Source: an optimization exercise on an open RTL-to-GDS flow (aim: small area, a short achievable clock period and few clock cycles per item). Production flows keep margins and buffers that such runs may drop.
In this exercise RTL edits were held to simulation tests only and were not proved equivalent to the original.
No activity file was given, so power comes from the tool's default toggle rates.

==> lagoon: inputs <==
Design wide_add_seq, start of the top module:
module wide_add_seq #(
  parameter int DATA_W = wide_add_seq_pkg::DATA_W_DEF
) (
  input  logic              clk,
  input  logic              reset,
  input  logic              start,
  input  logic              sub,
  input  logic [DATA_W-1:0] a,
  input  logic [DATA_W-1:0] b,
  output logic              busy,
  output logic              done,
  output logic [DATA_W-1:0] s,
  output logic              c_out
);
  localparam int NG = DATA_W / 4;
  logic              done_q;
  logic [DATA_W-1:0] s_q;
  logic              c_q;
  logic [DATA_W-1:0] p, g, sum;
  logic [NG-1:0]     gg, gp;
  logic [NG:0]       c;
  for (genvar i = 0; i < DATA_W; i++) begin : g_bit
    wide_add_seq_pg u_pg (.x(a[i]), .y(b[i]), .inv(sub), .p(p[i]), .g(g[i]));
  end
  for (genvar j = 0; j < NG; j++) begin : g_grp
    wide_add_seq_slice u_sl (
      .p  (p[4*j +: 4]),
      .g  (g[4*j +: 4]),
      .ci (c[j]),
      .gg (gg[j]),
      .gp (gp[j]),
      .s  (sum[4*j +: 4])
    );
  end
  logic t0_1_g;
  logic t0_3_g, t0_3_p;
  logic t0_5_g, t0_5_p;
  logic t0_7_g, t0_7_p;
  logic t0_9_g, t0_9_p;
  logic t0_11_g, t0_11_p;
  logic t0_13_g, t0_13_p;
  logic t0_15_g, t0_15_p;
  logic t0_17_g, t0_17_p;
  logic t0_19_g, t0_19_p;
  logic t0_21_g, t0_21_p;
  ...
==> flow/config.mk <==
export PLATFORM = sky130hd
export DESIGN_NAME = wide_add_seq
export DESIGN_NICKNAME = wide_add_seq
export VERILOG_FILES = /design/flow/design.v
export SDC_FILE = /design/flow/constraint.sdc
export NUM_CORES = 4
export LEC_CHECK = 0
export CAP_MARGIN = 20
export CORE_MARGIN = 2
export CORE_UTILIZATION = 40
export SLEW_MARGIN = 20
export SYNTH_HIERARCHICAL = 1
==> flow/constraint.sdc <==
create_clock -name core_clock -period 28.0 [get_ports {clk}]
set_input_delay 5.6000 -clock core_clock [delete_from_list [all_inputs] [get_ports {clk}]]
set_output_delay 5.6000 -clock core_clock [all_outputs]
set_load 0.01 [all_outputs]
standard.sh (not shown) runs the stock make flow with config.mk's settings and CLKGATE_MAP_FILE= SYNTH_SCRIPT=/design/flow/synth_recipe.tcl, a recipe that flattens the netlist after the stock synthesis.
==> flow/flow/run.sh <==
#!/bin/bash
# Own flow: the standard layout, with every port buffered by the
# smallest buffer (sky130_fd_sc_hd__buf_1) instead of the resizer's default,
# and timing repair asked to leave a large setup margin so that it shortens
# the adder's critical path (the clock and constraints are unchanged).
set -euo pipefail
bash standard.sh BUFFER_PORTS_ARGS="-buffer_cell sky130_fd_sc_hd__buf_1" \
  SETUP_SLACK_MARGIN=20 TNS_END_PERCENT=0 finish > standard_flow.log 2>&1
==> fjord (differences from lagoon) <==
--- a/flow/design.v
+++ b/flow/design.v
@@ -52,59 +52,14 @@
   input  logic gh,
   input  logic ph,
   input  logic gl,
   output logic g
 );
   assign g = gh | (ph & gl);
 endmodule
-module wide_add_seq_slice (
-  input  logic [3:0] p,
-  input  logic [3:0] g,
-  input  logic       ci,
-  output logic       gg,
-  output logic       gp,
-  output logic [3:0] s
-);
-  logic [3:0] c;
-  assign gg = g[3] | (p[3] & g[2]) | (p[3] & p[2] & g[1]) |
-              (p[3] & p[2] & p[1] & g[0]);
-  assign gp = &p;
-  assign c[0] = ci;
-  assign c[1] = g[0] | (p[0] & ci);
-  assign c[2] = g[1] | (p[1] & g[0]) | (p[1] & p[0] & ci);
-  assign c[3] = g[2] | (p[2] & g[1]) | (p[2] & p[1] & g[0]) |
-                (p[2] & p[1] & p[0] & ci);
-  assign s = p ^ c;
-endmodule
-module wide_add_seq_pre (
-  input  logic [3:0] p,
-  input  logic [3:0] g,
-  output logic [3:1] cg,
-  output logic [3:1] cp,
-  output logic       gg,
-  output logic       gp
-);
-  assign cg[1] = g[0];
-  assign cp[1] = p[0];
-  assign cg[2] = g[1] | (p[1] & g[0]);
-  assign cp[2] = p[1] & p[0];
-  assign cg[3] = g[2] | (p[2] & cg[2]);
-  assign cp[3] = p[2] & cp[2];
-  assign gg = g[3] | (p[3] & cg[3]);
-  assign gp = p[3] & cp[3];
-endmodule
-module wide_add_seq_fin (
-  input  logic p,
-  input  logic cg,
-  input  logic cp,
-  input  logic ci,
-  output logic s
-);
-  assign s = p ^ (cg | (cp & ci));
-endmodule
 module wide_add_seq #(
   parameter int DATA_W = wide_add_seq_pkg::DATA_W_DEF
 ) (
   input  logic              clk,
   input  logic              reset,
   input  logic              start,
   input  logic              sub,
@@ -122,20 +77,24 @@
   logic [DATA_W-1:0] p, g, sum;
   logic [NG-1:0]     gg, gp;
   logic [NG:0]       c;
   for (genvar i = 0; i < DATA_W; i++) begin : g_bit
     wide_add_seq_pg u_pg (.x(a[i]), .y(b[i]), .inv(sub), .p(p[i]), .g(g[i]));
   end
   for (genvar j = 0; j < NG; j++) begin : g_grp
-    wide_add_seq_slice u_sl (
+    wide_add_seq_grp u_grp (
       .p  (p[4*j +: 4]),
       .g  (g[4*j +: 4]),
-      .ci (c[j]),
       .gg (gg[j]),
-      .gp (gp[j]),
+      .gp (gp[j])
+    );
+    wide_add_seq_sum u_sum (
+      .p  (p[4*j +: 4]),
+      .g  (g[4*j +: 3]),
+      .ci (c[j]),
       .s  (sum[4*j +: 4])
     );
   end
   logic t0_1_g;
   logic t0_3_g, t0_3_p;
   logic t0_5_g, t0_5_p;
   logic t0_7_g, t0_7_p;
==> flow/flow/run.sh (replaced) <==
#!/bin/bash
# Own flow: the standard layout, with every port buffered by the
# smallest buffer (sky130_fd_sc_hd__buf_1) instead of the resizer's default.
set -euo pipefail
bash standard.sh BUFFER_PORTS_ARGS="-buffer_cell sky130_fd_sc_hd__buf_1" finish > standard_flow.log 2>&1
==> impl_results.md <==
* Status: complete, no violations
* Achievable Freq at 94.31 MHz
* Wl on met1 at 30,280 um
* Avg Vias per Cell at 5.170
* Power Total at 1.772 mW
* Clk. pwr at 0.502 mW
* Tmin final at 10,600 ps
* Leak pwr at 11.72 nW
* GR Util met2 at 50.38%
* # diodes at 4
* Fraction of area in multi-input gates at 57.81%
* Share of cells above drive strength 1 at 4.272%
* Actual slew at the worst max-slew pin at 1017 ps
the above is filed under fjord

==> impl_results.md <==
* Actual slew at the worst max-slew pin at 341.7 ps
* GR Util met2 at 54.43%
* HPWL after detailed placement at 61,810 um
* Fraction of area in multi-input gates at 56.03%
* Post_cts resized at 126
* Synth Net Count at 2,826
* Tmin final at 8472 ps
* Sw Ratio at 38.32%
* # diodes at 11
* Leak pwr at 12.78 nW
* Avg Vias per Cell at 5.283
* Share of cells above drive strength 1 at 14.02%
* Xor/xnor cell area share of the yosys netlist at 20.25%
* Power Total at 1.726 mW
* Achievable Freq at 118.0 MHz
* Status: complete, no violations
* Met2 wire length at 39,160 um
* Non-clk bufs at 922
* Largest register FFs at 256
* Clk. pwr at 0.414 mW
* Slowest Stage Delay on Critical Path at 370 ps
the above is filed under lagoon

Testbench counts of fjord, summed over its fixed seeds: cycles 6,400, ops 3,200.

[separate check: timing with driven ports]
In the flow no input, the clock included, has a driving cell. The finished layouts below were timed again as built, in two steps.
Step 1, drivers: a clkbuf_16 drives clk and a buf_2 each remaining input, both assumed.
Step 2, shift: input delay + t, output delay - t, t = (earliest + latest rising clock arrival at the registers) / 2. This alone moves slack from input paths to output paths.
Slacks: no drivers / after step 1 / after step 2; pairs: no drivers / after step 1.
| run | shift t [ns] | slack for setup (ns) | hold slack, ns | pins driven straight from the clock port |
|---|---|---|---|---|
| lagoon | 0.627 | 19.528 / 19.497 / 18.871 | 0.486 / 0.486 / 0.486 | 1 |
| fjord | 0.597 | 17.396 / 17.436 / 16.839 | 0.505 / 0.505 / 0.505 | 1 |
After both steps setup and hold are still met in every run listed. The setup slack of lagoon, which loses most, moves by -0.031 ns with the drivers and by -0.657 ns with both steps.
